Background: an optimization exercise with open tools, aiming at small area, a short achievable clock period and few clock cycles per item. Do not read the settings as production practice. At most, simulation tests tie the RTL to the original design; equivalence was not proved. For run 7, only the layout was checked, not whether the RTL still works.

==> flow/design.v <==
`default_nettype none
package edv_pkg;
   localparam int unsigned DataWidth = 32;
   localparam int unsigned QuoWidth  = DataWidth + 1;
   typedef struct packed {
      logic signed [DataWidth-1:0] dividend;
      logic signed [DataWidth-1:0] divisor;
   } req_type;
   typedef struct packed {
      logic signed [QuoWidth-1:0] quotient;
      logic                       divide_by_zero;
   } rsp_type;
endpackage
`default_nettype wire
`default_nettype none
module edv_add #(
   parameter int N = 31
) (
   input  wire logic [N-1:0] a,
   input  wire logic [N-1:0] b,
   input  wire logic         ci,
   output logic      [N-1:0] s,
   output logic              co
);
   function automatic integer clog2(input integer x);
      clog2 = 0;
      for (integer i = 0; i < 31; i = i + 1) begin
         if ((1 << i) < x) clog2 = i + 1;
      end
   endfunction
   localparam int L = clog2(N + 1);
   logic [(L+1)*(N+1)-1:0] g;
   logic [(L+1)*(N+1)-1:0] p;
   assign g[0] = ci;
   assign p[0] = 1'b0;
   for (genvar m = 1; m <= N; m++) begin : g_in
      assign g[m] = a[m-1] & b[m-1];
      assign p[m] = a[m-1] ^ b[m-1];
   end
   for (genvar l = 0; l < L; l++) begin : g_lvl
      for (genvar m = 0; m <= N; m++) begin : g_pos
         if (((m >> l) & 1) == 1) begin : g_op
            localparam int J = ((m >> l) << l) - 1;
            assign g[(l+1)*(N+1)+m] = g[l*(N+1)+m] | (p[l*(N+1)+m] & g[l*(N+1)+J]);
            assign p[(l+1)*(N+1)+m] = p[l*(N+1)+m] & p[l*(N+1)+J];
         end else begin : g_cp
            assign g[(l+1)*(N+1)+m] = g[l*(N+1)+m];
            assign p[(l+1)*(N+1)+m] = p[l*(N+1)+m];
         end
      end
   end
   for (genvar m = 0; m < N; m++) begin : g_sum
      assign s[m] = p[m+1] ^ g[L*(N+1)+m];
   end
   assign co = g[L*(N+1)+N];
endmodule
`default_nettype wire
`default_nettype none
module edv_lzc (
   input  wire logic [31:0] x,
   output logic             v,
   output logic [4:0]       c
);
   logic [15:0] v0;  logic [15:0]   c0;
   logic [7:0]  v1;  logic [7:0][1:0] c1;
   logic [3:0]  v2;  logic [3:0][2:0] c2;
   logic [1:0]  v3;  logic [1:0][3:0] c3;
   for (genvar i = 0; i < 16; i++) begin : g_l0
      assign v0[i] = x[2*i+1] | x[2*i];
      assign c0[i] = !x[2*i+1];
   end
   for (genvar i = 0; i < 8; i++) begin : g_l1
      assign v1[i] = v0[2*i+1] | v0[2*i];
      assign c1[i] = v0[2*i+1] ? {1'b0, c0[2*i+1]} : {1'b1, c0[2*i]};
   end
   for (genvar i = 0; i < 4; i++) begin : g_l2
      assign v2[i] = v1[2*i+1] | v1[2*i];
      assign c2[i] = v1[2*i+1] ? {1'b0, c1[2*i+1]} : {1'b1, c1[2*i]};
   end
   for (genvar i = 0; i < 2; i++) begin : g_l3
      assign v3[i] = v2[2*i+1] | v2[2*i];
      assign c3[i] = v2[2*i+1] ? {1'b0, c2[2*i+1]} : {1'b1, c2[2*i]};
   end
   assign v = v3[1] | v3[0];
   assign c = v3[1] ? {1'b0, c3[1]} : {1'b1, c3[0]};
endmodule
`default_nettype wire
`default_nettype none
module euclidean_integer_divider_top #(
   parameter int KS = 3       
) (
   input  wire logic              clock,
   input  wire logic              reset,
   input  wire logic              req_valid,
   output logic                   req_ready,
   input  edv_pkg::req_type       req_data,
   output logic                   rsp_valid,
   input  wire logic              rsp_ready,
   output edv_pkg::rsp_type       rsp_data
);
   localparam int P  = KS - 1;       
   localparam int WN = 35 + P;       
   localparam int YN = WN + 1;       
   localparam int CW = 5;            
   logic [WN-1:0] ws_q, wc_q;    
   logic          qp0_q, qn0_q;  
   logic [32:0]   q_q;           
   logic [32:0]   qm_q;          
   logic [31:0]   d_q;           
   logic          bneg_q;        
   logic          bz_q;          
   logic          dbz_q;
   logic [CW-1:0] cnt_q;         
   logic          fst_q;         
   logic          act_q;         
   logic          pc_q;          
   logic          vld_q;
   wire [31:0] a = req_data.dividend;
   wire [31:0] b = req_data.divisor;
   wire [30:0] bx = b[30:0] ^ {31{b[31]}};
   logic       unused_v;
   logic [4:0] z;
   edv_lzc u_lz (.x({bx, 1'b1}), .v(unused_v), .c(z));
   logic [CW-1:0] cyc;
   logic [P:0]    epad;    
   always_comb begin
      cyc  = '0;
      epad = '0;
      for (int i = 0; i < 32; i++) begin
         if (z == 5'(i)) begin
            cyc  = CW'((i + 2 + KS - 1) / KS);
            epad = (P+1)'(1) << (((i + 2 + KS - 1) / KS) * KS - (i + 2));
         end
      end
   end
   logic [4:0]    zf_q;
   logic [P:0]    epf_q;
   logic [CW-1:0] cyf_q;
   logic          pv_q;     
   always_ff @(posedge clock) begin
      zf_q  <= z;
      epf_q <= epad;
      cyf_q <= cyc;
   end
   wire [31:0] bn = b << zf_q;
   logic [WN-1:0] w0, c0;
   always_comb begin
      w0 = '0;
      c0 = '0;
      for (int e = 0; e <= P; e++) begin
         w0 = w0 | ({WN{epf_q[e]}} & ({{(WN-32){a[31]}}, a} << (P - e)));
         c0 = c0 | ({WN{epf_q[e] & b[31]}} & ({{(WN-32){b[31]}}, b} << (P - e)));
      end
   end
   wire [YN-1:0] dx   = {{(YN-34-P){d_q[31]}}, d_q, {(P+2){1'b0}}};
   wire          dneg = d_q[31];
   function automatic logic [1:0] dsel(input logic [3:0] est, input logic neg);
      logic ge0, m1;
      ge0 = !est[3];
      m1  = (est == 4'b1111);
      dsel = neg ? {!ge0 && !m1, ge0} : {ge0, !ge0 && !m1};    
   endfunction
   logic [WN-1:0] ws [KS+1];
   logic [WN-1:0] wc [KS+1];
   logic [KS:0]   qp, qn;
   logic [KS-1:0] dp, dn;
   assign ws[0] = ws_q;
   assign wc[0] = wc_q;
   assign qp[0] = qp0_q;
   assign qn[0] = qn0_q;
   for (genvar j = 0; j < KS; j++) begin : g_step
      localparam int FW = (j == KS - 1) ? 0 : 6 + 2 * (KS - 2 - j);
      wire [YN-1:0] ys = {ws[j], 1'b0};
      wire [YN-1:0] yc = {wc[j], 1'b0};
      wire up = qp[j];
      wire dw = qn[j];
      assign dp[KS-1-j] = up;
      assign dn[KS-1-j] = dw;
      wire [YN-1:0] op = ({YN{up}} & ~dx) | ({YN{dw}} & dx);
      wire [YN-1:0] sm = ys ^ yc ^ op;
      wire [YN-1:0] cy = (ys & yc) | (ys & op) | (yc & op);
      wire [WN-1:0] wsf = sm[WN-1:0];
      wire [WN-1:0] wcf = {cy[WN-2:0], up};
      wire [YN-1:0] smp = ys ^ yc ^ ~dx;
      wire [YN-1:0] cyp = (ys & yc) | (ys & ~dx) | (yc & ~dx);
      wire [YN-1:0] smz = ys ^ yc;
      wire [YN-1:0] cyz = ys & yc;
      wire [YN-1:0] smn = ys ^ yc ^ dx;
      wire [YN-1:0] cyn = (ys & yc) | (ys & dx) | (yc & dx);
      wire [WN-1:0] wsp = smp[WN-1:0];
      wire [WN-1:0] wcp = {cyp[WN-2:0], 1'b1};
      wire [WN-1:0] wsz = smz[WN-1:0];
      wire [WN-1:0] wcz = {cyz[WN-2:0], 1'b0};
      wire [WN-1:0] wsn = smn[WN-1:0];
      wire [WN-1:0] wcn = {cyn[WN-2:0], 1'b0};
      wire [1:0] gp = dsel(wsp[WN-1:WN-4] + wcp[WN-1:WN-4], dneg);
      wire [1:0] gz = dsel(wsz[WN-1:WN-4] + wcz[WN-1:WN-4], dneg);
      wire [1:0] gn = dsel(wsn[WN-1:WN-4] + wcn[WN-1:WN-4], dneg);
      wire [1:0] g  = up ? gp : dw ? gn : gz;
      assign qp[j+1] = g[1];
      assign qn[j+1] = g[0];
      if (FW > 0) begin : g_win
         wire [WN-1:0] wsw = up ? wsp : dw ? wsn : wsz;
         wire [WN-1:0] wcw = up ? wcp : dw ? wcn : wcz;
         assign ws[j+1] = {wsw[WN-1:WN-FW], wsf[WN-FW-1:0]};
         assign wc[j+1] = {wcw[WN-1:WN-FW], wcf[WN-FW-1:0]};
      end else begin : g_nowin
         assign ws[j+1] = wsf;
         assign wc[j+1] = wcf;
      end
   end
   wire signed [KS+1:0] dpv = {2'b00, dp};
   wire signed [KS+1:0] dnv = {2'b00, dn};
   wire signed [KS+1:0] v   = dpv - dnv;
   wire [32:0] s_q  = fst_q ? 33'd0 : q_q;
   wire [32:0] s_qm = fst_q ? {33{1'b1}} : qm_q;
   function automatic logic [32:0] otf(input logic signed [KS+1:0] u,
                                       input logic [32:0] sm1, input logic [32:0] s0);
      logic signed [KS+1:0] h;
      h = u >>> KS;
      if (h < 0) otf = {sm1[32-KS:0], u[KS-1:0]};
      else       otf = {s0[32-KS:0], u[KS-1:0]};
   endfunction
   wire signed [KS+1:0] one = (KS+2)'(1);
   wire [32:0] q_n  = otf(v,       s_qm, s_q);
   wire [32:0] qm_n = otf(v - one, s_qm, s_q);
   logic [WN-2:0] unused_s;
   logic          wcarry;
   edv_add #(.N(WN-1)) u_sgn (.a(ws_q[WN-2:0]), .b(wc_q[WN-2:0]), .ci(1'b0), .s(unused_s), .co(wcarry));
   wire        wneg = ws_q[WN-1] ^ wc_q[WN-1] ^ wcarry;
   wire        k0   = !bz_q && !(wneg ^ bneg_q);
   wire        km   = !bz_q && (wneg ^ bneg_q);
   wire [32:0] qf   = ({33{k0}} & q_q) | ({33{km}} & qm_q);
   wire wait1 = fst_q && vld_q && !rsp_ready;
   wire step  = act_q && !pc_q && !wait1;
   wire load  = req_valid && pv_q && (!act_q || pc_q || wait1);
   wire take  = step && fst_q;
   always_ff @(posedge clock) begin
      if (load) begin
         d_q    <= bn;
         bneg_q <= b[31];
         bz_q   <= (b == 32'd0);
      end
   end
   always_ff @(posedge clock) begin
      if (load) begin
         ws_q  <= w0;
         wc_q  <= c0;
         {qp0_q, qn0_q} <= dsel(w0[WN-1:WN-4] + c0[WN-1:WN-4], b[31]);
         cnt_q <= cyf_q;
         fst_q <= 1'b1;
      end else begin
         ws_q  <= ws[KS];
         wc_q  <= wc[KS];
         {qp0_q, qn0_q} <= {qp[KS], qn[KS]};
         cnt_q <= cnt_q - 1'b1;
         fst_q <= 1'b0;
      end
   end
   always_ff @(posedge clock) begin
      qm_q <= qm_n;
   end
   always_ff @(posedge clock) begin
      if (step) begin
         q_q <= q_n;
      end else if (pc_q) begin
         q_q   <= qf;
         dbz_q <= bz_q;
      end
   end
   always_ff @(posedge clock) begin
      if (reset) begin
         pv_q  <= 1'b0;
         act_q <= 1'b0;
         pc_q  <= 1'b0;
         vld_q <= 1'b0;
      end else begin
         pv_q  <= req_valid && !take;
         act_q <= load || (act_q && !pc_q);
         pc_q  <= step && (cnt_q == CW'(1));
         vld_q <= pc_q || (vld_q && !rsp_ready);
      end
   end
   assign req_ready = take;
   assign rsp_valid = vld_q;
   assign rsp_data  = {q_q, dbz_q};
endmodule
`default_nettype wire
==> flow/flow/run.sh <==
#!/bin/bash
# The standard layout (standard.sh) with two synthesis changes:
# - no extraction of full/half adders into sky130 fa/ha cells before ABC
#   (ADDER_MAP_FILE empty), so the carry-save and prefix logic maps as gates;
# - ABC maps with flow/abc_speed.script (structural choices, then delay-
#   oriented mapping) instead of ORFS's. It runs from a copy of ORFS's scripts
#   folder that differs only in that file.
# Registers, names and all later steps are the standard flow's. The whole make
# output goes to flow.log here; ORFS's per-step logs stay under orfs/logs.
set -euo pipefail
rm -rf scripts
cp -r "$FLOW_HOME/scripts" scripts
cp flow/abc_speed.script scripts/abc_speed.script
bash standard.sh SCRIPTS_DIR="$PWD/scripts" ADDER_MAP_FILE= finish > flow.log 2>&1
==> flow/flow/abc_speed.script <==
strash
dch -f
map
topo
buffer -c
upsize -c
dnsize -c
==> flow/standard.sh <==
#!/bin/bash
# synth_recipe.tcl (not shown) runs the flow's synth.tcl, then flattens the netlist and writes it again
# the make line also repeats each setting of config.mk as NAME=value (left out here)
make -C /OpenROAD-flow-scripts/flow DESIGN_CONFIG=/design/flow/config.mk WORK_HOME=/design/flow/orfs CLKGATE_MAP_FILE= SYNTH_SCRIPT=/design/flow/synth_recipe.tcl "${@:-finish}"
==> flow/config.mk <==
export PLATFORM = sky130hd
export DESIGN_NAME = euclidean_integer_divider_top
export DESIGN_NICKNAME = euclidean_integer_divider_top
export VERILOG_FILES = /design/flow/design.v
export SDC_FILE = /design/flow/constraint.sdc
export NUM_CORES = 4
export LEC_CHECK = 0
export CAP_MARGIN = 20
export CORE_MARGIN = 2
export CORE_UTILIZATION = 40
export PLACE_DENSITY = 0.6
export SETUP_SLACK_MARGIN = 1.0
export SLEW_MARGIN = 20
==> flow/constraint.sdc <==
create_clock -name core_clock -period 5.0 [get_ports {clock}]
set_input_delay 1.0000 -clock core_clock [delete_from_list [all_inputs] [get_ports {clock}]]
set_output_delay 1.0000 -clock core_clock [all_outputs]
set_load 0.01 [all_outputs]
==> run notes, run 1 <==
* Outcome: finished clean
* Worst-Margin Slew at 1.07 ns
* Fmax at 258 MHz
* Syn nets at 2978
* Die Width at 216 µm
* Detailed Routing Iterations Pass 1 at 6
* Latest clock arrival within the worst-skew pair at 0.51 ns
* Clock-pin slew on the worst setup and hold paths at 0.08 ns
* TNS Setup at 0 ns
* Post-synth ARST share at 0
* Final core utilization at 0.480
* Tmin final at 3.87 ns
* GPL Wtd Cong at 1.02
* Critical path fanouts, max at 11
* EDFF count, synth at 68
* Yosys Warn Count at 3
* CTS tree: built
* Hold Violations, Final at 0
* Post-route cell area at 21200 µm²
* Pin count of the biggest net entering global routing at 110
* Vias in the first global route at 18.7k
* Via density at 5.74
* Die height at 216 µm
* # fillers at 4551
* Clock Sinks at 199
* Area of the multi-input gates at 11900 µm²
* Max-cap viol count at 0
* Via count at 20.7k
* Post-synthesis sequential area ratio at 0.260
* Core footprint at 44200 µm²
* Layout cells sized above 1 at 0.0981
* H-Tree Depth at 4
* Hold Slack at 0.435 ns
* Post-Syn Area at 17900 µm²
* DRC Markers at 0
* Hold crit path type: reg -> reg
* Initial drt markers at 1970
* Cts bufs inserted at 17
* Crit start category: register
* GRT Total Usage at 0.286
* Initial antenna violation count at 3
* FF/Latch Area at 4670 µm²
* Total wire length at 69900 µm
* Gate Count Post-Synth at 2910
* DIE AREA at 46500 µm²
* Flop2flop setup slack at 1.13 ns
* Dominant cells by area after synthesis: dfxtp_1 (15%), nand2_1 (13%), edfxtp_1 (11%)
* Main flop type after synthesis: dfxtp_1
* Placed cell area at 19500 µm²
* GRT Residual Overflow at 0
* Synth area leader: dfxtp_1
* Post-Route Skew at 0.0178 ns
* Worst slew margin relative to its limit at 0.282
* First-pass GRT wire length at 104000 µm
* Data arrival, critical path at 4.31 ns
* IO buf count at 103
* Row cnt at 77
* Setup violators final at 0
* Yosys cell types at 75
* Register bit total from synthesis at 199
* Hold Buf Count CTS at 0
* Slew Limit Fails at 0
* Kind of critical path: reg -> reg
* CP Capture Type: register
* CP required at 5.44 ns
* Yosys top cell area share at 0.146
* RSZ-0062 raised after global routing: yes
* Syn avg cell area at 6.16 µm²
* Part of the cycle the worst path needs at 0.774
* Clk buf depth at 2
* Final HPWL DP at 50400 µm
* Clock root buffer: clkbuf_16
* I/O pin cnt at 104
* WL/cell at 19.4 µm
* Area grow syn2layout at 18.4%
* Antenna-violating nets left at 0
* Nets at 3062
* Initial Util at 0.405
stage by stage:
step / worst slack [ns] / std cells
after floorplan: 1.34 / 2910
after global placement: 0.476 / 3508
after detailed placement: 0.389 / 3508
after CTS: 1.00 / 3553
after global routing: 0.848 / 3599
final: 1.13 / 3600
kinds of logic (layout without fill, tap and decap cells):
group | Yosys count | count (layout) | share of synthesized area
AOI/OAI and AO/OA | 839 | 839 | 0.284
xor gates and xnor gates | 80 | 80 | 0.0402
buffers and inverters | 471 | 566 | 0.103
DFF | 199 | 199 | 0.260
other | 0 | 1 | 0
and+or+nand+nor | 1321 | 1323 | 0.312
routing by layer:
| layer | global-route usage | vias to the layer above | part of all wire |
|---|---|---|---|
| met3 | 0.0454 | 168 | 0.070 |
| met2 | 0.468 | 900 | 0.46 |
| met1 | 0.368 | 9536 | 0.43 |
| met4 | 0.137 | 2 | 0.050 |
| li1 | - | 10054 | - |
| met5 | 0 | - | 0.00019 |
worst max-delay path: stages, from the launching register on:
cell and delay [ns]:
edfxtp_1 0.54, buf_6 0.21, o21bai_1 0.17, nand3_1 0.11
nand2_1 0.08, nand4_2 0.10, o2bb2ai_1 0.17, nand4_2 0.19
a31oi_4 0.36, o21ai_4 0.14, buf_4 0.23, o211ai_2 0.18
nand2_1 0.12, o21ai_0 0.19, nand2_1 0.14, nand3_1 0.11
nand3_1 0.11, nand3_1 0.12, nand4_1 0.10, a21oi_1 0.19
o22ai_1 0.10, a21oi_1 0.12
repair_timing:
item,in CTS,in global routing
setup buffers,12,37
cloned,1,9
endpoints found under the setup margin,137,136
pin swaps,2,26
resized for setup,10,118
final timing paths:
check / startpoint / to / cells after the start
max: d_q[29] / qp0_q / 21
min reg2reg: cyf_q[0] / cnt_q[0] / 2
min: cyf_q[0] / cnt_q[0] / 2
max reg2reg: d_q[29] / qp0_q / 21
cell type report:
cell class                 count  area share
multi-input combinational   2242       0.560
inverter                     327      0.0585
clock inverter                15     0.00838
sequential                   199       0.220
antenna                        1    0.000118
timing repair buffer         207      0.0978
tap                          592      0.0349
clock buffer                  17      0.0201
state kept, by name, summed over array words and instances, names as in the netlist, 3 cells and up:
name and cells:
cnt_q 5, d_q 32, wc_q 37, qm_q 33, zf_q 5, cyf_q 4
epf_q 3, ws_q 37, q_q 33
synth_stat cells, types with 13 or more instances:
master and count:
o21ai_1 60, a31oi_1 31, nand4_1 29, xnor2_1 35, nor3_1 16, xor2_1 44
a21oi_1 171, a22oi_1 30, nor4_1 14, o22ai_1 52, a221oi_1 40, o211ai_1 42
nand2_1 643, nor2_1 402, clkbuf_1 96, inv_1 315, or2_2 13, buf_2 23
o21ai_0 297, buf_1 14, nand3_1 119, dfxtp_1 131, o21a_1 15, and2_1 35
edfxtp_1 68
cell usage in the layout, fill, tap and decap left out, types with 35 or more instances in the layout:
master           instances
nand2_1                618
nor2_1                 390
inv_1                  311
o21ai_0                286
a21oi_1                165
dfxtp_1                126
nand3_1                114
clkdlybuf4s50_1        102
buf_4                   80
edfxtp_1                68
o21ai_1                 61
o22ai_1                 52
xor2_1                  44
o211ai_1                42
a221oi_1                40
xnor2_1                 35
Testbench counts, summed over its fixed seeds: cycles 26,613, items 3,600.
==> run 2, diff against run 1 <==
--- a/flow/design.v
+++ b/flow/design.v
@@ -88,5 +88,5 @@
 `default_nettype none
 module euclidean_integer_divider_top #(
-   parameter int KS = 3       
+   parameter int KS = 2       
 ) (
    input  wire logic              clock,
--- a/flow/config.mk
+++ b/flow/config.mk
@@ -10,4 +10,4 @@
 export CORE_UTILIZATION = 40
 export PLACE_DENSITY = 0.6
-export SETUP_SLACK_MARGIN = 1.0
+export SETUP_SLACK_MARGIN = 1.5
 export SLEW_MARGIN = 20
==> run 2 against run 1 <==
Via count fell by 15%; synthesized cell count is 17% lower; largest cell class unchanged; global-route usage down 2.2 points; worst hold slack got worse by 0.015 ns; area after synthesis fell by 12%; clock skew shrank 0.00056 ns.
==> run notes, run 2 <==
* Detailed Routing Iterations Pass 1 at 8 (+2)
* Pin count of the biggest net entering global routing at 92 (-16%)
* Via density at 5.90 (+2.7%)
* Worst-Margin Slew at 1.05 ns (-0.0186 ns)
* Nets at 2512 (-18%)
* Most common cell after layout, fill and taps aside: nand2_1
* R2R depth at 15 (-29%)
* Post-Syn Area at 15700 µm² (-12%)
* EDFF count, synth at 68 (unchanged)
* Area grow syn2layout at 13.8%
* Main flop type after synthesis: dfxtp_1
* Part of the cycle the worst path needs at 0.660 (-0.114)
* CTS tree: built
* Syn avg cell area at 6.48 µm² (+5.3%)
* Yosys Warn Count at 3 (unchanged)
* Core footprint at 38700 µm² (-12%)
* Syn nets at 2496 (-16%)
* Tmin final at 3.30 ns (-0.571 ns)
* Hold Buf Count CTS at 0 (unchanged)
* Fmax at 303 MHz (+17%)
* Post-Route Skew at 0.0172 ns (-0.000556 ns)
* Cts bufs inserted at 17 (unchanged)
* Clock root buffer: clkbuf_16
* Worst Slack Setup Final at 1.70 ns (+0.571 ns)
* Post-synthesis sequential area ratio at 0.294 (+0.0335)
* Critical path's largest stage delay at 0.45 ns (-0.09 ns)
* TNS Setup at 0 ns (unchanged)
* Synth area leader: dfxtp_1
* GPL Wtd Cong at 0.950 (-6.4%)
* RSZ-0062 raised after global routing: no
* Flop2flop setup slack at 1.79 ns (+0.66 ns)
* DRC Markers at 0 (unchanged)
* Clock Sinks at 197 (-1.0%)
* Worst slew margin relative to its limit at 0.294 (+0.0115)
* # fillers at 4024 (-12%)
* GRT Total Usage at 0.264 (-0.0223)
* Capturing point of the worst reg2reg path: wc_q[35]
* IO buf count at 103 (unchanged)
* Outcome: finished clean
* CP required at 4.00 ns (-1.44 ns)
* Final HPWL DP at 39300 µm (-22%)
* Top cells by count, synth: nand2_1 (535), nor2_1 (248), inv_1 (219), nand3_1 (157), o21ai_0 (156)
* Initial drt markers at 1826 (-7.3%)
* Kind of critical path: in -> out
* Hold Violations, Final at 0 (unchanged)
* HP Start: cyf_q[1]
* Crit start category: primary input
* FF-to-FF Start: d_q[30]
* WL/cell at 18.6 µm (-4.1%)
* Max-cap viol count at 0 (unchanged)
* Critical path fanouts, max at 3 (-8)
* Hold EP: cnt_q[1]
* Setup violators final at 0 (unchanged)
* Data arrival, critical path at 2.30 ns (-2.01 ns)
* Row cnt at 72 (-6.5%)
* Dominant cells by area after synthesis: dfxtp_1 (16%), edfxtp_1 (13%), nand2_1 (13%)
* H-Tree Depth at 4 (unchanged)
* Worst path slowest cell: clkdlybuf4s50_1
* Hold crit path type: reg -> reg
* Initial Util at 0.406 (+0.00115)
* Clock-pin slew on the worst setup and hold paths at 0.08 ns (about the same)
* Gate Count Post-Synth at 2428 (-17%)
* I/O pin cnt at 104 (unchanged)
* Vias in the first global route at 15.7k (-16%)
* Die height at 202 µm (-6.2%)
* Register bit total from synthesis at 197 (-1.0%)
* Via count at 17.5k (-15%)
* CP Capture Type: output port
* Post-synth ARST share at 0 (unchanged)
* Layout cells sized above 1 at 0.0582 (-0.0399)
* Yosys top cell area share at 0.164 (+0.0177)
* Cells on Worst Hold Path at 2 (unchanged)
* Slew Limit Fails at 0 (unchanged)
* Most frequent cells in the layout: nand2_1 (531), nor2_1 (240), inv_1 (217)
* Most common cell in the synthesized netlist: nand2_1
* Antenna diodes at 0 (-1)
* GRT Residual Overflow at 0 (unchanged)
* Latest clock arrival within the worst-skew pair at 0.47 ns (-0.04 ns)
* Antenna-violating nets left at 0 (unchanged)
* Die Width at 202 µm (-6.2%)
* CP Cell Sequence: clkdlybuf4s50_1 -> inv_1 -> nand2_1 -> nor2_1 -> nor2_2 -> inv_1 -> nor2_1 -> dlygate4sd2_1
* Initial antenna violation count at 0 (-3)
* DIE AREA at 40900 µm² (-12%)
* Crit-path leading delay family: buffers and inverters
* Total wire length at 55400 µm (-21%)
* Placement Setup Slack at 0.894 ns (+0.505 ns)
* Yosys cell types at 62 (-17%)
* Clk buf depth at 2 (unchanged)
* First-pass GRT wire length at 86200 µm (-17%)
* Biggest regs: wc_q: 36 flops, ws_q: 36 flops
* Buf+Inv Stages, Crit Path at 4 (+2)
run 2: cell count changes after synthesis, moves of 38 or more:
cell	change
nor2_1	-154
o21ai_0	-141
nand2_1	-108
inv_1	-96
nand4_1	+69
a21oi_1	-62
o211ai_1	+44
nand3_1	+38
run 2: logic make-up after synthesis:
kind of cell	after synthesis	synth area share
mux	3	0.00191
compound gates	653	0.262
buf+inv	383	0.0968
simple gates	1148	0.321
flops	197	0.294
xor+xnor	44	0.0250
run 2: routing by layer:
metal	wire length (µm)	track usage	vias up
met5	0	0	-
met4	1600	0.0899	0
met3	3790	0.0345	104
met2	25600	0.434	706
met1	24400	0.356	8159
li1	-	-	8569
run 2: final cells by class:
type / count / area [µm²] / area share
well taps: 518 / 648 / 0.0362
multi-input cells: 1848 / 9670 / 0.540
clock inverters: 15 / 165 / 0.00922
clock buffers: 17 / 425 / 0.0238
flip-flops and latches: 197 / 4630 / 0.259
repair buffers: 149 / 1490 / 0.0829
inverters: 231 / 883 / 0.0493
run 2: timing repair:
action / 4_1_cts / 5_1_grt
cloned: 0 / 1
pin swaps: 1 / 1
setup buffers: 2 / 5
endpoints found under the setup margin: 61 / 120
resized for setup: 8 / 32
run 2: worst reg2reg max path, stage by stage, from the launching register on:
cell,delay [ns]
edfxtp_1,0.52
inv_2,0.18
a21oi_1,0.29
inv_1,0.07
nand3_1,0.15
nand4_1,0.16
nand2_1,0.10
nand2_1,0.08
nand4_1,0.10
nand3_1,0.15
a22oi_4,0.28
buf_4,0.23
buf_12,0.27
nor2_1,0.14
a211oi_1,0.19
o21ai_0,0.12
run 2: how the worst max path moves through the flow:
stage	startpoint	to	slack (ns)	cells after the start
final	rsp_ready	req_ready	1.70	8
after global placement	req_data[31]	cyf_q[0]	0.93	15
after floorplan	rsp_ready	bneg_q	1.86	6
after global routing	qp0_q	qn0_q	1.51	15
after CTS	req_data[31]	cyf_q[0]	1.52	16
after detailed placement	req_data[31]	cyf_q[0]	0.89	16
run 2: per-stage QoR:
step / utilization / instance area, µm² / std cells / hold WS, ns
after floorplan: - / 15700 / 2428 / 0.406
after detailed placement: 0.442 / 17100 / 2935 / 0.418
after global routing: 0.462 / 17900 / 2975 / 0.464
after global placement: 0.442 / 17100 / 2935 / 0.419
after CTS: 0.458 / 17700 / 2969 / 0.421
final: 0.462 / 17900 / 2975 / 0.420
Testbench counts of run 2, summed over its fixed seeds: cycles 37,141, items 3,600.
==> run 3, diff against run 2 <==
--- a/flow/config.mk
+++ b/flow/config.mk
@@ -10,4 +10,4 @@
 export CORE_UTILIZATION = 40
 export PLACE_DENSITY = 0.6
-export SETUP_SLACK_MARGIN = 1.5
+export SETUP_SLACK_MARGIN = 2.5
 export SLEW_MARGIN = 20
==> run 3 against run 2 <==
Via count increased by 8.8%; area after synthesis unchanged; highest routed layer is now met5; flip-flop and latch count unchanged; clock-buffer cell count increased by 1; first-iteration DRC count increased by 19%; critical path type is now reg -> reg; setup slack improved by 0.45 ns; design area increased by 19%; utilization increased by 9.0 points.
==> run notes, run 3 <==
* Met3 WL at 5720 µm (+51%)
* Tmin final at 2.85 ns (-0.448 ns)
* Pin count of the biggest net entering global routing at 92 (unchanged)
* Yosys top cell area share at 0.164 (unchanged)
* Via count at 19.1k (+8.8%)
* Antenna-violating nets left at 0 (unchanged)
* Most common cell after layout, fill and taps aside: nand2_1
* Top cells by count, synth: nand2_1 (535), nor2_1 (248), inv_1 (219), nand3_1 (157), o21ai_0 (156)
* Post-Syn Area at 15700 µm² (unchanged)
* Hold crit path type: reg -> reg
* I/O pin cnt at 104 (unchanged)
* Kind of critical path: reg -> reg
* Core footprint at 38700 µm² (unchanged)
* Layout cells sized above 1 at 0.219 (+0.161)
* Antenna diodes at 0 (unchanged)
* Slew Limit Fails at 0 (unchanged)
* Die height at 202 µm (unchanged)
* Latest clock arrival within the worst-skew pair at 0.47 ns (about the same)
* Syn nets at 2496 (unchanged)
* Worst slew margin relative to its limit at 0.332 (+0.0380)
* Part of the cycle the worst path needs at 0.570 (-0.0896)
* Max-cap viol count at 0 (unchanged)
* Initial drt markers at 2173 (+19%)
* GRT Residual Overflow at 0 (unchanged)
* Clk buf depth at 2 (unchanged)
* DRC Markers at 0 (unchanged)
* IO buf count at 103 (unchanged)
* Initial antenna violation count at 2 (+2)
* Fin cells at 3138 (+5.5%)
* DIE AREA at 40900 µm² (unchanged)
* Clock-pin slew on the worst setup and hold paths at 0.09 ns (about the same)
* CP Capture Type: register
* CP required at 5.31 ns (+1.31 ns)
* Metal-1 WL at 26400 µm (+8.5%)
* Detailed Routing Iterations Pass 1 at 6 (-2)
* Post-synth ARST share at 0 (unchanged)
* Outcome: finished clean
* Gate Count Post-Synth at 2428 (unchanged)
* GPL Wtd Cong at 0.972 (+2.4%)
* Dominant cells by area after synthesis: dfxtp_1 (16%), edfxtp_1 (13%), nand2_1 (13%)
* FF/Latch Area at 4650 µm² (+0.51%)
* Fmax at 351 MHz (+16%)
* Die Width at 202 µm (unchanged)
* Data arrival, critical path at 3.16 ns (+0.86 ns)
* Biggest regs: wc_q: 36 flops, ws_q: 36 flops
* Post-Route Skew at 0.0236 ns (+0.00633 ns)
* Worst-Margin Slew at 0.995 ns (-0.0526 ns)
* Critical path fanouts, max at 15 (+12)
* TNS Setup at 0 ns (unchanged)
* Main flop type after synthesis: dfxtp_1
* Most frequent cells in the layout: nand2_1 (486), nor2_1 (205), inv_1 (199)
* Most common cell in the synthesized netlist: nand2_1
* EDFF count, synth at 68 (unchanged)
* First-pass GRT wire length at 96500 µm (+12%)
* Placed Cells at 2931 (-0.14%)
* CTS tree: built
* Synth area leader: dfxtp_1
* Clock Sinks at 197 (unchanged)
* Final HPWL DP at 40200 µm (+2.3%)
* Yosys cell types at 62 (unchanged)
* Uppermost layer routed: met5
* H-Tree Depth at 4 (unchanged)
* Row cnt at 72 (unchanged)
* GRT Total Usage at 0.296 (+0.0324)
* RSZ-0062 raised after global routing: yes
* Syn avg cell area at 6.48 µm² (unchanged)
* Total wire length at 65400 µm (+18%)
* Register bit total from synthesis at 197 (unchanged)
* Hold Buf Count CTS at 0 (unchanged)
* Cts bufs inserted at 17 (unchanged)
* Initial Util at 0.406 (unchanged)
* Setup violators final at 0 (unchanged)
* Clock root buffer: clkbuf_16
* Area of the multi-input gates at 11100 µm² (+15%)
* Post-synthesis sequential area ratio at 0.294 (unchanged)
* Via density at 6.08 (+3.2%)
* WL/cell at 20.8 µm (+12%)
* Area grow syn2layout at 35.9%
* Yosys Warn Count at 3 (unchanged)
* Vias in the first global route at 17.4k (+11%)
* Met2 WL post-DR at 30700 µm (+20%)
* # fillers at 3617 (-10%)
* Hold Violations, Final at 0 (unchanged)
* Nets at 2675 (+6.5%)
* Crit start category: register
==> run 3: cell count changes in the layout (fill, tap and decap cells not counted), sizes merged, moves of 2 or more <==
| cell | delta |
|---|---|
| buf | +157 |
| bufbuf | +4 |
| inv | +4 |
| dlygate4sd2 | +3 |
| dlymetal6s2s | -9 |
| nand2 | +8 |
| clkdlybuf4s15 | +11 |
| clkinv | -2 |
| clkbuf | +9 |
| clkdlybuf4s50 | -24 |
==> run 3: worst paths after layout <==
check | cells past startpoint | endpoint | slack [ns] | startpoint
setup / recovery | 13 | q_q[3] | 2.15 | ws_q[28]
hold / removal | 2 | cnt_q[1] | 0.45 | cyf_q[1]
setup reg to reg | 13 | q_q[3] | 2.15 | ws_q[28]
hold reg to reg | 2 | cnt_q[1] | 0.45 | cyf_q[1]
==> run 3: area by class of cell <==
cell class	instances	share of cell area
multi-input combinational	1857	0.520
sequential	197	0.218
timing repair buffer	300	0.158
inverter	231	0.0438
tap	518	0.0303
clock buffer	18	0.0211
clock inverter	14	0.00813
timing repair inverter	3	0.000936
==> run 3: logic make-up after synthesis <==
family | count (synthesis) | synth area share
AND/OR/NAND/NOR | 1148 | 0.321
XOR/XNOR | 44 | 0.0250
AO/OA/AOI/OAI | 653 | 0.262
flip-flops | 197 | 0.294
buffers and inverters | 383 | 0.0968
multiplexers | 3 | 0.00191
==> run 3: worst max-delay path, stage by stage (launching register included) <==
cell and delay (ns):
dfxtp_1 0.33, nand2_1 0.13, inv_1 0.08, nor2_1 0.21, nand3b_1 0.17, inv_1 0.12
nand4_1 0.20, o21bai_4 0.29, a21o_1 0.21, nand3_2 0.13, bufbuf_16 0.32, nand4_1 0.11
and3_1 0.23, a31oi_1 0.15
==> run 3: metrics by stage <==
stage	cell area, µm²	hold slack, ns	util	setup WS, ns
floorplan	15900	0.406	-	2.18
global placement	17200	0.419	0.444	0.912
detailed placement	17200	0.428	0.444	0.809
CTS	20200	0.452	0.522	2.31
global route	21400	0.477	0.552	2.04
finish	21400	0.447	0.552	2.15
==> run 3: timing repair <==
action,4_1_cts,5_1_grt
pin swaps,85,57
setup endpoints to repair,252,194
cloned,21,14
gates resized for setup,426,163
buffers inserted,107,32
==> run 3: routing by layer <==
layer / vias to the layer above / GRT usage
li1: 8944 / -
met4: 2 / 0.111
met3: 202 / 0.0458
met1: 8938 / 0.386
met2: 1000 / 0.493
met5: - / 0
==> run 4, diff against run 3 <==
--- a/flow/config.mk
+++ b/flow/config.mk
@@ -10,4 +10,4 @@
 export CORE_UTILIZATION = 40
 export PLACE_DENSITY = 0.6
-export SETUP_SLACK_MARGIN = 2.5
+export SETUP_SLACK_MARGIN = 1.8
 export SLEW_MARGIN = 20
==> run 4 against run 3 <==
Critical path type is now in -> reg; still clean on timing, DRC and antenna; sequential share of layout area grew 3.7 points.
==> run notes, run 4 <==
* Top cells by count, synth: nand2_1 (535), nor2_1 (248), inv_1 (219), nand3_1 (157), o21ai_0 (156)
* Post-route cell area at 18200 µm² (-15%)
* Antenna-violating nets left at 0 (unchanged)
* Die height at 202 µm (unchanged)
* R2R depth at 13 (unchanged)
* Crit start category: primary input
* DRC Markers at 0 (unchanged)
* First-pass GRT wire length at 86600 µm (-10%)
* CP required at 5.31 ns (about the same)
* Initial antenna violation count at 0 (-2)
* GRT Residual Overflow at 0 (unchanged)
* Most common cell after layout, fill and taps aside: nand2_1
* Yosys top cell area share at 0.164 (unchanged)
* Placed Cells at 2935 (+0.14%)
* Synth area leader: dfxtp_1
* WL/cell at 18.8 µm (-9.6%)
* Core footprint at 38700 µm² (unchanged)
* IO buf count at 103 (unchanged)
* CTS tree: built
* GRT Total Usage at 0.265 (-0.0310)
* Worst-Margin Slew at 1.05 ns (+0.0512 ns)
* Main combinational cell family by area after synthesis: simple AND/OR/NAND/NOR gates
* Yosys Warn Count at 3 (unchanged)
* Area grow syn2layout at 15.5%
* Yosys cell types at 62 (unchanged)
* Biggest regs: wc_q: 36 flops, ws_q: 36 flops
* Flop2flop setup slack at 1.95 ns (-0.20 ns)
* Part of the cycle the worst path needs at 0.615 (+0.0450)
* Hold EP: cnt_q[1]
* Total wire length at 56200 µm (-14%)
* Die Width at 202 µm (unchanged)
* Post-Route Skew at 0.0166 ns (-0.00698 ns)
* Most frequent cells in the layout: nand2_1 (529), nor2_1 (234), inv_1 (216)
* Initial drt markers at 1743 (-20%)
* Hold crit path type: reg -> reg
* Nets at 2522 (-5.7%)
* Mux cell area share after synthesis at 0.00191 (unchanged)
* Most common cell in the synthesized netlist: nand2_1
* Row cnt at 72 (unchanged)
* Clock-pin slew on the worst setup and hold paths at 0.08 ns (about the same)
* EDFF count, synth at 68 (unchanged)
* Syn nets at 2496 (unchanged)
* Setup violators final at 0 (unchanged)
* Tmin final at 3.08 ns (+0.225 ns)
* TNS Setup at 0 ns (unchanged)
* Vias in the first global route at 15.8k (-9.0%)
* Slew Limit Fails at 0 (unchanged)
* Post-Syn Area at 15700 µm² (unchanged)
* Antenna diodes at 0 (unchanged)
* Pin count of the biggest net entering global routing at 92 (unchanged)
* Clk buf depth at 2 (unchanged)
* Cts bufs inserted at 17 (unchanged)
* Dominant cells by area after synthesis: dfxtp_1 (16%), edfxtp_1 (13%), nand2_1 (13%)
* Capturing point of the worst reg2reg path: ws_q[7]
* Detailed Routing Iterations Pass 1 at 6 (unchanged)
* Post-synthesis sequential area ratio at 0.294 (unchanged)
* CP Capture Type: register
* Initial Util at 0.406 (unchanged)
* Fin cells at 2985 (-4.9%)
* Syn avg cell area at 6.48 µm² (unchanged)
* Worst slew margin relative to its limit at 0.295 (-0.0371)
* Kind of critical path: in -> reg
* Fmax at 325 MHz (-7.3%)
* Area share of fa/ha/maj cells after synthesis at 0 (unchanged)
* Via count at 17.6k (-7.7%)
* Post-synthesis simple-gate area fraction at 0.321 (unchanged)
* Critical path fanouts, max at 43 (+28)
* Gate Count Post-Synth at 2428 (unchanged)
* Placed cell area at 17100 µm² (-0.53%)
* Final HPWL DP at 39300 µm (-2.3%)
* FF-to-FF Start: d_q[30]
* Cells on Worst Hold Path at 2 (unchanged)
* # fillers at 4013 (+11%)
* Xor/xnor share of the synthesized area at 0.0250 (unchanged)
* H-Tree Depth at 4 (unchanged)
* HP Start: cyf_q[1]
* Outcome: finished clean
* Register bit total from synthesis at 197 (unchanged)
* I/O pin cnt at 104 (unchanged)
* DIE AREA at 40900 µm² (unchanged)
* Compound-gate portion of the synthesized area at 0.262 (unchanged)
* Hold Violations, Final at 0 (unchanged)
* RSZ-0062 raised after global routing: yes
* Max-cap viol count at 0 (unchanged)
* Layout cells sized above 1 at 0.0758 (-0.144)
* Latest clock arrival within the worst-skew pair at 0.47 ns (about the same)
* Via density at 5.90 (-3.0%)
* Main flop type after synthesis: dfxtp_1
* Clock root buffer: clkbuf_16
* GPL Wtd Cong at 0.950 (-2.3%)
* Data arrival, critical path at 3.39 ns (+0.23 ns)
* Post-synth ARST share at 0 (unchanged)
* Clock Sinks at 197 (unchanged)
## run 4: cell types whose count changed in the layout (fill, tap and decap cells not counted), moves of 24 or more
cell     delta
buf_4      -77
nand2_1    +43
o21ai_0    +34
nand3_1    +30
nor2_1     +29
nand3_2    -24
## run 4: through the flow
stage / hold WS [ns] / util / worst slack [ns]
2_1_floorplan: 0.406 / - / 1.86
3_3_place_gp: 0.419 / 0.442 / 0.926
3_5_place_dp: 0.418 / 0.442 / 0.894
4_1_cts: 0.421 / 0.461 / 1.80
5_1_grt: 0.464 / 0.469 / 1.75
6_report: 0.419 / 0.469 / 1.92
## run 4: timing repair
action / in CTS / in global routing
setup buffers: 9 / 6
resized for setup: 30 / 71
hold buffers: 0 / 0
pin swaps: 4 / 3
cloned: 1 / 2
endpoints found under the setup margin: 100 / 145
hold endpoints to repair: 0 / 0
## run 4: cell type report
type	instances	area, µm²	area share
multi-input combinational	1848	9800	0.539
clock buffer	17	425	0.0234
tap	518	648	0.0356
timing repair buffer	159	1610	0.0887
sequential	197	4630	0.255
inverter	231	897	0.0493
clock inverter	15	165	0.00908
## run 4: how the worst max path moves through the flow
stage	endpoint	startpoint	slack [ns]	cells after the start
global route	cyf_q[3]	req_data[5]	1.75	15
floorplan	bneg_q	rsp_ready	1.86	6
global placement	cyf_q[0]	req_data[31]	0.93	15
finish	wc_q[12]	rsp_ready	1.92	10
detailed placement	cyf_q[0]	req_data[31]	0.89	16
CTS	req_ready	rsp_ready	1.80	8
## run 4: metal layers
layer	GRT usage	wire, µm
met1	0.357	24600
met2	0.437	26000
met3	0.0347	3910
met4	0.0923	1650
met5	0	0
## run 4: cells by family (layout without fill, tap and decap cells)
family / after synthesis / count (layout)
AO/OA/AOI/OAI: 653 / 653
buffers and inverters: 383 / 422
multiplexers: 3 / 3
flip-flops: 197 / 197
AND/OR/NAND/NOR: 1148 / 1148
XOR/XNOR: 44 / 44
## run 4: critical path, stage by stage
cell	delay, ns
clkdlybuf4s50_1	0.40
inv_1	0.05
nand2_1	0.06
nor2_1	0.11
nor2_2	0.06
buf_4	0.14
nor2_4	0.09
clkinv_2	0.54
a221oi_1	0.79
a21oi_1	0.11
==> run 5, diff against run 4 <==
--- a/flow/config.mk
+++ b/flow/config.mk
@@ -10,4 +10,4 @@
 export CORE_UTILIZATION = 40
 export PLACE_DENSITY = 0.6
-export SETUP_SLACK_MARGIN = 1.8
+export SETUP_SLACK_MARGIN = 2.0
 export SLEW_MARGIN = 20
==> run 5 against run 4 <==
Still clean; register-to-register slack improved by 0.14 ns; design area rose by 2.7%; die area did not move; non-clock buffer count rose by 16; worst hold slack improved by 0.018 ns; first-iteration DRC count rose by 0.40%; clock-buffer cell count rose by 2; setup slack improved by 0.17 ns; utilization rose by 1.3 points; clock skew fell by 0.0018 ns; global-route usage fell by 0.30 points; highest routed layer unchanged.
==> run notes, run 5 <==
* Max-cap viol count at 0 (unchanged)
* Cts bufs inserted at 17 (unchanged)
* Data arrival, critical path at 3.25 ns (-0.14 ns)
* CP Depth at 11 (+1)
* EDFF count, synth at 68 (unchanged)
* Worst Slack Setup Final at 2.09 ns (+0.168 ns)
* Fmax at 344 MHz (+5.8%)
* TNS Setup at 0 ns (unchanged)
* Fin cells at 3008 (+0.77%)
* CP Capture Type: register
* Die Width at 202 µm (unchanged)
* Crit start category: register
* Clk buf depth at 2 (unchanged)
* Post-synthesis sequential area ratio at 0.294 (unchanged)
* Outcome: finished clean
* Capturing point of the worst reg2reg path: ws_q[13]
* Biggest regs: wc_q: 36 flops, ws_q: 36 flops
* Die height at 202 µm (unchanged)
* Most frequent cells in the layout: nand2_1 (520), nor2_1 (234), inv_1 (214)
* Main flop type after synthesis: dfxtp_1
* Hold Violations, Final at 0 (unchanged)
* Kind of critical path: reg -> reg
* Via count at 17.8k (+1.3%)
* H-Tree Depth at 4 (unchanged)
* FF/Latch Area at 4630 µm² (about the same)
* RSZ-0062 raised after global routing: yes
* # fillers at 3929 (-2.1%)
* WL/cell at 19.1 µm (+1.3%)
* FF-to-FF Start: ws_q[32]
* Area of the multi-input gates at 10100 µm² (+2.6%)
* Syn avg cell area at 6.48 µm² (unchanged)
* Most common cell after layout, fill and taps aside: nand2_1
* GPL Wtd Cong at 0.953 (+0.37%)
* Clock Sinks at 197 (unchanged)
* Tmin final at 2.91 ns (-0.168 ns)
* Worst slew margin relative to its limit at 0.271 (-0.0241)
* CP Cell Sequence: and2_1 -> nor2_1 -> o2bb2ai_1 -> a2111o_1 -> nand4_1 -> a31oi_4 -> nand2_1 -> nand2_2 -> buf_4 -> a211oi_1 -> o22ai_1
* Yosys cell types at 62 (unchanged)
* Crit-path leading delay family: simple AND/OR/NAND/NOR gates
* Area grow syn2layout at 18.7%
* Clock root buffer: clkbuf_16
* DRC Markers at 0 (unchanged)
* Crit path capture: ws_q[13]
* Initial Util at 0.406 (unchanged)
* Core footprint at 38700 µm² (unchanged)
* Critical path's largest stage delay at 0.37 ns (-0.42 ns)
* I/O pin cnt at 104 (unchanged)
* Dominant cells by area after synthesis: dfxtp_1 (16%), edfxtp_1 (13%), nand2_1 (13%)
* Synth area leader: dfxtp_1
* Hold crit path type: reg -> reg
* Clock-pin slew on the worst setup and hold paths at 0.09 ns (about the same)
* Hold Slack at 0.437 ns (+0.0181 ns)
* Part of the cycle the worst path needs at 0.581 (-0.0336)
* GRT Total Usage at 0.262 (-0.00303)
* Placement Setup Slack at 0.496 ns (-0.398 ns)
* Total wire length at 57400 µm (+2.1%)
* Register bit total from synthesis at 197 (unchanged)
* Antenna-violating nets left at 0 (unchanged)
* Hold Buf Count CTS at 0 (unchanged)
* Post-Route Skew at 0.0148 ns (-0.00180 ns)
* Post-synth ARST share at 0 (unchanged)
* GRT Residual Overflow at 0 (unchanged)
* Nets at 2544 (+0.87%)
* Initial drt markers at 1750 (+0.40%)
* Initial antenna violation count at 1 (+1)
* Placed Cells at 2933 (-0.068%)
* Setup violators final at 0 (unchanged)
* Yosys top cell area share at 0.164 (unchanged)
* Final HPWL DP at 39100 µm (-0.42%)
* Slew Limit Fails at 0 (unchanged)
* CTS tree: built
* Vias in the first global route at 15.9k (+0.56%)
* Via density at 5.93 (+0.55%)
* CP startpoint: ws_q[32]
* Detailed Routing Iterations Pass 1 at 9 (+3)
* CP required at 5.34 ns (+0.03 ns)
* Yosys Warn Count at 3 (unchanged)
* Top cells by count, synth: nand2_1 (535), nor2_1 (248), inv_1 (219), nand3_1 (157), o21ai_0 (156)
* Syn nets at 2496 (unchanged)
* Gate Count Post-Synth at 2428 (unchanged)
* Worst-Margin Slew at 1.08 ns (+0.0358 ns)
* Pin count of the biggest net entering global routing at 92 (unchanged)
* Worst path slowest cell: a2111o_1
* DIE AREA at 40900 µm² (unchanged)
* Buf+Inv Stages, Crit Path at 1 (-3)
* R2R depth at 11 (-2)
* IO buf count at 103 (unchanged)
* Layout cells sized above 1 at 0.0972 (+0.0214)
* Flop2flop setup slack at 2.09 ns (+0.14 ns)
* Critical path fanouts, max at 10 (-77%)
* HP Start: cyf_q[2]
* Most common cell in the synthesized netlist: nand2_1
* First-pass GRT wire length at 86100 µm (-0.57%)
* Post-Syn Area at 15700 µm² (unchanged)
* Latest clock arrival within the worst-skew pair at 0.46 ns (about the same)
* Row cnt at 72 (unchanged)
## run 5: cell counts after synthesis
Identical to the previous run, type by type.
## run 5: through the flow
stage | cell area [µm²] | utilization
3_3_place_gp | 17100 | 0.441
6_report | 18700 | 0.482
3_5_place_dp | 17100 | 0.441
5_1_grt | 18700 | 0.482
4_1_cts | 18100 | 0.466
2_1_floorplan | 15700 | -
## run 5: what timing repair did
| action | 4_1_cts | 5_1_grt |
|---|---|---|
| gates cloned | 2 | 7 |
| pin swaps | 9 | 18 |
| endpoints found under the setup margin | 149 | 165 |
| resized for setup | 79 | 123 |
| buffers inserted | 17 | 16 |
## run 5: per-layer routing
layer,routed length [µm],global-route usage,vias up
met2,26700,0.431,785
met3,4230,0.0321,92
met1,24900,0.356,8335
met5,0,0,-
met4,1490,0.0884,0
li1,-,-,8631
## run 5: worst reg2reg max path, delay by kind of cell (launching register included)
family / cells / cell delay (ns)
flops: 1 / 0.35
buf+inv: 1 / 0.25
compound gates: 5 / 1.05
simple gates: 5 / 1.13
## run 5: cell families after synthesis
logic type,Yosys count,synth area share
and+or+nand+nor,1148,0.321
DFF,197,0.294
xor gates and xnor gates,44,0.0250
AOI/OAI and AO/OA,653,0.262
muxes,3,0.00191
buffers and inverters,383,0.0968
## run 5: cell type report
type	instances	area share
Multi-Input combinational cell	1852	0.538
Sequential cell	197	0.248
Timing Repair Buffer	175	0.0980
Inverter	231	0.0483
Tap cell	518	0.0347
Clock buffer	19	0.0249
Clock inverter	13	0.00717
Timing Repair inverter	2	0.000670
Antenna cell	1	0.000134
## run 5: how the worst min path moves through the flow
stage / cells past startpoint / slack [ns] / endpoint
final: 2 / 0.44 / cnt_q[2]
after CTS: 2 / 0.44 / cnt_q[2]
after global routing: 2 / 0.46 / cnt_q[2]
after global placement: 2 / 0.42 / cnt_q[1]
after floorplan: 2 / 0.41 / cnt_q[0]
after detailed placement: 2 / 0.43 / cnt_q[4]
==> run 6, diff against run 5 <==
--- a/flow/config.mk
+++ b/flow/config.mk
@@ -8,6 +8,6 @@
 export CAP_MARGIN = 20
 export CORE_MARGIN = 2
-export CORE_UTILIZATION = 40
-export PLACE_DENSITY = 0.6
-export SETUP_SLACK_MARGIN = 2.0
+export CORE_UTILIZATION = 60
+export PLACE_DENSITY = 0.75
+export SETUP_SLACK_MARGIN = 1.5
 export SLEW_MARGIN = 20
==> run 6 against run 5 <==
Utilization grew 20 points; maximum frequency shrank 15%; first-iteration DRC count grew 42%; setup slack lost 0.52 ns; flip-flop and latch count is the same; clock-buffer cell count shrank 2.
==> run notes, run 6 <==
* Initial Util at 0.607 (+0.201)
* Syn nets at 2496 (unchanged)
* CTS tree: built
* Synth area leader: dfxtp_1
* Clock root buffer: clkbuf_16
* Die Width at 166 µm (-18%)
* Tmin final at 3.42 ns (+0.517 ns)
* Post-route cell area at 17600 µm² (-5.6%)
* GPL Wtd Cong at 1.00 (+5.1%)
* Hold crit path type: reg -> reg
* Final HPWL DP at 36400 µm (-7.0%)
* Placed Cells at 2745 (-6.4%)
* Most common cell in the synthesized netlist: nand2_1
* Gate Count Post-Synth at 2428 (unchanged)
* Latest clock arrival within the worst-skew pair at 0.47 ns (about the same)
* WL/cell at 19.2 µm (+0.41%)
* Worst-Margin Slew at 1.02 ns (-0.0575 ns)
* First-pass GRT wire length at 83200 µm (-3.4%)
* Layout cells sized above 1 at 0.0538 (-0.0434)
* Fmax at 292 MHz (-15%)
* H-Tree Depth at 4 (unchanged)
* Yosys Warn Count at 3 (unchanged)
* Kind of critical path: reg -> reg
* Main flop type after synthesis: dfxtp_1
* FF/Latch Area at 4630 µm² (unchanged)
* Top cells by count, synth: nand2_1 (535), nor2_1 (248), inv_1 (219), nand3_1 (157), o21ai_0 (156)
* Clock-pin slew on the worst setup and hold paths at 0.09 ns (about the same)
* DIE AREA at 27500 µm² (-33%)
* Most frequent cells in the layout: nand2_1 (531), nor2_1 (242), inv_1 (218)
* Nets at 2509 (-1.4%)
* EDFF count, synth at 68 (unchanged)
* Post-Syn Area at 15700 µm² (unchanged)
* GRT Residual Overflow at 0 (unchanged)
* Placed cell area at 16800 µm² (-1.6%)
* Initial antenna violation count at 0 (-1)
* Via density at 6.45 (+8.7%)
* Register bit total from synthesis at 197 (unchanged)
* Antenna diodes at 0 (-1)
* DRC Markers at 0 (unchanged)
* Post-synth ARST share at 0 (unchanged)
* Hold Buf Count CTS at 0 (unchanged)
* Initial drt markers at 2486 (+42%)
* GRT Total Usage at 0.369 (+0.107)
* Syn avg cell area at 6.48 µm² (unchanged)
* Cts bufs inserted at 17 (unchanged)
* Antenna-violating nets left at 0 (unchanged)
* Post-synthesis sequential area ratio at 0.294 (unchanged)
* Crit start category: register
* CP Capture Type: register
* I/O pin cnt at 104 (unchanged)
* Hold Slack at 0.440 ns (+0.00219 ns)
* # fillers at 2327 (-41%)
* Data arrival, critical path at 3.74 ns (+0.49 ns)
* Detailed Routing Iterations Pass 1 at 6 (-3)
* Core footprint at 25900 µm² (-33%)
* Biggest regs: wc_q: 36 flops, ws_q: 36 flops
* Max-cap viol count at 0 (unchanged)
* Critical path fanouts, max at 16 (+6)
* Most common cell after layout, fill and taps aside: nand2_1
* Worst slew margin relative to its limit at 0.316 (+0.0450)
* Dominant cells by area after synthesis: dfxtp_1 (16%), edfxtp_1 (13%), nand2_1 (13%)
* Yosys top cell area share at 0.164 (unchanged)
* Total wire length at 53400 µm (-6.9%)
* Setup violators final at 0 (unchanged)
* Die height at 166 µm (-18%)
* IO buf count at 103 (unchanged)
* Part of the cycle the worst path needs at 0.685 (+0.103)
* Hold Violations, Final at 0 (unchanged)
* Via count at 18.0k (+0.80%)
* Yosys cell types at 62 (unchanged)
* Pin count of the biggest net entering global routing at 92 (unchanged)
* Post-Route Skew at 0.0238 ns (+0.00899 ns)
* Vias in the first global route at 15.9k (-0.35%)
* Row cnt at 59 (-18%)
* Slew Limit Fails at 0 (unchanged)
* Clock Sinks at 197 (unchanged)
* TNS Setup at 0 ns (unchanged)
* Fin cells at 2789 (-7.3%)
* CP required at 5.31 ns (-0.03 ns)
* Clk buf depth at 2 (unchanged)
* Area grow syn2layout at 12.0%
* Area of the multi-input gates at 9670 µm² (-3.9%)
* RSZ-0062 raised after global routing: no
* Outcome: finished clean
[run 6: cell counts after synthesis]
Identical to the previous run, type by type.
[run 6: cell families after synthesis]
family	after synthesis	share of synthesized area
DFF	197	0.294
xor gates and xnor gates	44	0.0250
and+or+nand+nor	1148	0.321
AOI/OAI and AO/OA	653	0.262
muxes	3	0.00191
buffers and inverters	383	0.0968
[run 6: timing repair]
action,4_1_cts,5_1_grt
setup endpoints to repair,49,124
cloned,0,1
pin swaps,1,2
resized for setup,6,21
setup buffers,2,8
[run 6: per-stage QoR]
step                 util  worst slack (ns)
detailed placement  0.649             0.609
global placement    0.648             0.813
finish              0.680              1.58
floorplan               -              1.86
global route        0.680              1.50
CTS                 0.674              1.52
[run 6: worst paths after layout]
check | from | to | slack (ns) | depth (start not counted)
worst max-delay path | wc_q[6] | q_q[15] | 1.58 | 11
worst min-delay path | cyf_q[0] | cnt_q[0] | 0.44 | 2
worst max register to register | wc_q[6] | q_q[15] | 1.58 | 11
worst min register to register | cyf_q[0] | cnt_q[0] | 0.44 | 2
[run 6: worst max-delay path, stage by stage, from the launching register on]
cell and delay [ns]:
dfxtp_1 0.34, or2_2 0.32, nand2_1 0.10, nor2_1 0.08, a221oi_1 0.31, a21oi_1 0.16
o21bai_1 0.34, a21oi_1 0.30, o21ai_2 0.80, nand4_1 0.18, and3_1 0.20, a31oi_1 0.14
[run 6: cell type report]
type / count / share of cell area
multi-input combinational: 1849 / 0.549
sequential: 197 / 0.262
timing repair buffer: 145 / 0.0798
inverter: 231 / 0.0497
clock buffer: 17 / 0.0241
tap: 335 / 0.0238
clock inverter: 15 / 0.0115
[run 6: routing by layer]
metal,GRT usage,up-vias,wire [µm]
met4,0.169,0,2550
met3,0.0429,191,4660
met1,0.484,8223,21200
met5,0,-,0
met2,0.613,1008,25000
li1,-,8564,-
==> run 7, diff against run 6 <==
--- a/flow/design.v
+++ b/flow/design.v
@@ -23,11 +23,5 @@
    output logic              co
 );
-   function automatic integer clog2(input integer x);
-      clog2 = 0;
-      for (integer i = 0; i < 31; i = i + 1) begin
-         if ((1 << i) < x) clog2 = i + 1;
-      end
-   endfunction
-   localparam int L = clog2(N + 1);
+   localparam int L = $clog2(N + 1);
    logic [(L+1)*(N+1)-1:0] g;
    logic [(L+1)*(N+1)-1:0] p;
@@ -88,5 +82,5 @@
 `default_nettype none
 module euclidean_integer_divider_top #(
-   parameter int KS = 2       
+   parameter int KS = 3       
 ) (
    input  wire logic              clock,
@@ -149,6 +143,6 @@
       c0 = '0;
       for (int e = 0; e <= P; e++) begin
-         w0 = w0 | ({WN{epf_q[e]}} & ({{(WN-32){a[31]}}, a} << (P - e)));
-         c0 = c0 | ({WN{epf_q[e] & b[31]}} & ({{(WN-32){b[31]}}, b} << (P - e)));
+         w0 = w0 | ({WN{epf_q[e]}} & (WN'($signed(a)) << (P - e)));
+         c0 = c0 | ({WN{epf_q[e] & b[31]}} & (WN'($signed(b)) << (P - e)));
       end
    end
@@ -210,7 +204,5 @@
       end
    end
-   wire signed [KS+1:0] dpv = {2'b00, dp};
-   wire signed [KS+1:0] dnv = {2'b00, dn};
-   wire signed [KS+1:0] v   = dpv - dnv;
+   wire signed [KS+1:0] v = $signed({2'b00, dp}) - $signed({2'b00, dn});
    wire [32:0] s_q  = fst_q ? 33'd0 : q_q;
    wire [32:0] s_qm = fst_q ? {33{1'b1}} : qm_q;
==> flow/flow/abc_speed.script (replaced) <==
strash
dch -f
map {D}
topo
buffer -c
upsize -c {D}
dnsize -c {D}
--- a/flow/config.mk
+++ b/flow/config.mk
@@ -8,6 +8,6 @@
 export CAP_MARGIN = 20
 export CORE_MARGIN = 2
-export CORE_UTILIZATION = 60
-export PLACE_DENSITY = 0.75
+export CORE_UTILIZATION = 40
+export PLACE_DENSITY = 0.6
 export SETUP_SLACK_MARGIN = 1.5
 export SLEW_MARGIN = 20
==> run 7 against run 6 <==
Setup slack got worse by 0.30 ns; synthesized cell count increased by 20%; non-clock buffer count increased by 148; routed wire length increased by 38%; critical path depth increased by 9; area after synthesis increased by 14%; first-iteration DRC count decreased by 12%; design area increased by 32%; maximum frequency decreased by 8.1%; critical path type unchanged; largest cell class unchanged.
==> run notes, run 7 <==
* Cts bufs inserted at 17 (unchanged)
* Die height at 216 µm (+30%)
* Nets at 3150 (+26%)
* DRC Markers at 0 (unchanged)
* TNS Setup at 0 ns (unchanged)
* Yosys cell types at 75 (+21%)
* Core footprint at 44200 µm² (+71%)
* Max-cap viol count at 0 (unchanged)
* Tmin final at 3.73 ns (+0.302 ns)
* Post-synthesis sequential area ratio at 0.260 (-0.0335)
* Flop2flop setup slack at 1.27 ns (-0.30 ns)
* Clock Sinks at 199 (+1.0%)
* Final HPWL DP at 50100 µm (+38%)
* FF-to-FF Start: wc_q[32]
* Crit start category: register
* Hold Slack at 0.440 ns (-0.000141 ns)
* Setup violators final at 0 (unchanged)
* Register bit total from synthesis at 199 (+1.0%)
* I/O pin cnt at 104 (unchanged)
* Die Width at 216 µm (+30%)
* WL/cell at 20.0 µm (+4.6%)
* Initial drt markers at 2185 (-12%)
* Biggest regs: wc_q: 37 flops, ws_q: 37 flops
* Row cnt at 77 (+31%)
* RSZ-0062 raised after global routing: yes
* Outcome: finished clean
* FF/Latch Area at 4680 µm² (+1.2%)
* EDFF count, synth at 68 (unchanged)
* Met2 WL post-DR at 34300 µm (+37%)
* CP required at 5.40 ns (+0.09 ns)
* Yosys top cell area share at 0.146 (-0.0177)
* H-Tree Depth at 4 (unchanged)
* Dominant cells by area after synthesis: dfxtp_1 (15%), nand2_1 (13%), edfxtp_1 (11%)
* Metal-1 WL at 31100 µm (+47%)
* Synth area leader: dfxtp_1
* Antenna-violating nets left at 0 (unchanged)
* Part of the cycle the worst path needs at 0.745 (+0.0604)
* Vias in the first global route at 19.6k (+24%)
* DIE AREA at 46500 µm² (+69%)
* Layout cells sized above 1 at 0.184 (+0.131)
* Initial Util at 0.405 (-0.202)
* Yosys Warn Count at 3 (unchanged)
* CP Capture Type: register
* CP startpoint: wc_q[32]
* Syn avg cell area at 6.16 µm² (-5.0%)
* CTS tree: built
* Kind of critical path: reg -> reg
* Initial antenna violation count at 3 (+3)
* Hold Violations, Final at 0 (unchanged)
* Via density at 5.78 (-10%)
* Area grow syn2layout at 30.2%
* Gate Count Post-Synth at 2910 (+20%)
* Met3 WL at 5220 µm (+12%)
* Uppermost layer routed: met5
* Via count at 21.3k (+19%)
* Slew Limit Fails at 0 (unchanged)
* Worst-Margin Slew at 1.15 ns (+0.121 ns)
* Most frequent cells in the layout: nand2_1 (585), nor2_1 (366), inv_1 (293)
* GRT Total Usage at 0.302 (-0.0675)
* Syn nets at 2978 (+19%)
* Post-synth ARST share at 0 (unchanged)
* Fmax at 268 MHz (-8.1%)
* Main flop type after synthesis: dfxtp_1
* # fillers at 4315 (+85%)
* Post-Syn Area at 17900 µm² (+14%)
* HP Start: cyf_q[2]
* Clk buf depth at 2 (unchanged)
* Latest clock arrival within the worst-skew pair at 0.47 ns (about the same)
* GPL Wtd Cong at 0.997 (-0.49%)
==> run 7: final timing paths <==
| check | to | cells after the start |
|---|---|---|
| worst max-delay path | qm_q[11] | 20 |
| worst min register to register | cnt_q[2] | 2 |
| worst min-delay path | cnt_q[2] | 2 |
| worst max register to register | qm_q[11] | 20 |
==> run 7: per-stage QoR <==
step                setup WS, ns  instance area (µm²)  utilization  std cells
finish                      1.27                23300        0.527       3690
CTS                         1.39                22200        0.502       3651
floorplan                   1.52                17900            -       2910
detailed placement         0.476                19500        0.442       3512
global placement           0.514                19500        0.442       3512
global route                1.05                23300        0.527       3687
==> run 7: cell families after synthesis <==
family                 after synthesis  synth area share
AO/OA/AOI/OAI                      839             0.284
XOR/XNOR                            80            0.0402
buffers and inverters              471             0.103
flip-flops                         199             0.260
AND/OR/NAND/NOR                   1321             0.312
==> run 7: layout make-up <==
type | count | area share
Inverter | 327 | 0.0534
Timing Repair Buffer | 293 | 0.134
Antenna cell | 3 | 0.000322
Multi-Input combinational cell | 2244 | 0.552
Clock buffer | 18 | 0.0184
Tap cell | 592 | 0.0318
Sequential cell | 199 | 0.201
Clock inverter | 14 | 0.00993
==> run 7: critical path, cell delays in order (launching register included) <==
cell and delay, ns:
dfxtp_4 0.38, nor2_4 0.19, buf_6 0.13, a21oi_4 0.03, nand3b_1 0.27, nand4_4 0.20, nand4_1 0.18, nand4_4 0.13
a31oi_4 0.14, buf_12 0.16, o21ai_4 0.25, buf_6 0.17, nand3_4 0.08, nand2_4 0.09, buf_12 0.12, xor2_1 0.39
a31oi_4 0.16, buf_6 0.16, buf_12 0.13, buf_16 0.15, o21ai_1 0.14
==> run 7: timing repair <==
item,4_1_cts,5_1_grt
hold buffers,0,0
setup buffers,97,26
cloned,10,10
pin swaps,70,77
gates resized for setup,267,213
setup endpoints to repair,146,144
==> run 7: metal layers <==
metal  up-vias  track usage
li1      10243            -
met5         -            0
met1     10016        0.393
met4         2        0.140
met3       168       0.0351
met2       911        0.499

-- re-timing with driven ports --
How much do the figures lean on ideal ports? The routed layouts below were timed once more, with nothing changed but the port constraints.
Step 1 assumes that a clkbuf_16 drives the clock port and a buf_2 every other input.
Step 2 times the ports against the registers' clock, not the clock port: input delays grow and output delays shrink by t, the midpoint of the rising clock arrivals with the driver on.
Three values: ideal, step 1, step 2; two values: the first two.
| run | t, ns | setup slack, ns | worst hold slack (ns) | worst setup path at the end | worst data-port slew with drivers (ns) |
|---|---|---|---|---|---|
| run 1 | 0.555 | 1.131 / 1.131 / 0.735 | 0.435 / 0.435 / 0.435 | input to register | 0.10 |
| run 2 | 0.516 | 1.702 / 1.677 / 1.283 | 0.420 / 0.420 / 0.420 | input to register | 0.05 |
| run 3 | 0.512 | 2.150 / 2.063 / 1.552 | 0.447 / 0.447 / 0.447 | input to register | 0.29 |
| run 4 | 0.512 | 1.925 / 1.925 / 1.442 | 0.419 / 0.419 / 0.419 | input to register | 0.05 |
| run 5 | 0.510 | 2.093 / 2.093 / 1.668 | 0.437 / 0.437 / 0.437 | input to register | 0.05 |
| run 6 | 0.507 | 1.576 / 1.576 / 1.171 | 0.440 / 0.440 / 0.440 | input to register | 0.06 |
| run 7 | 0.518 | 1.274 / 1.274 / 1.023 | 0.440 / 0.440 / 0.440 | input to register | 0.09 |
After both steps setup and hold are still met in every run listed. The setup slack of run 3, which loses most, moves by -0.087 ns with the drivers and by -0.598 ns with both steps.
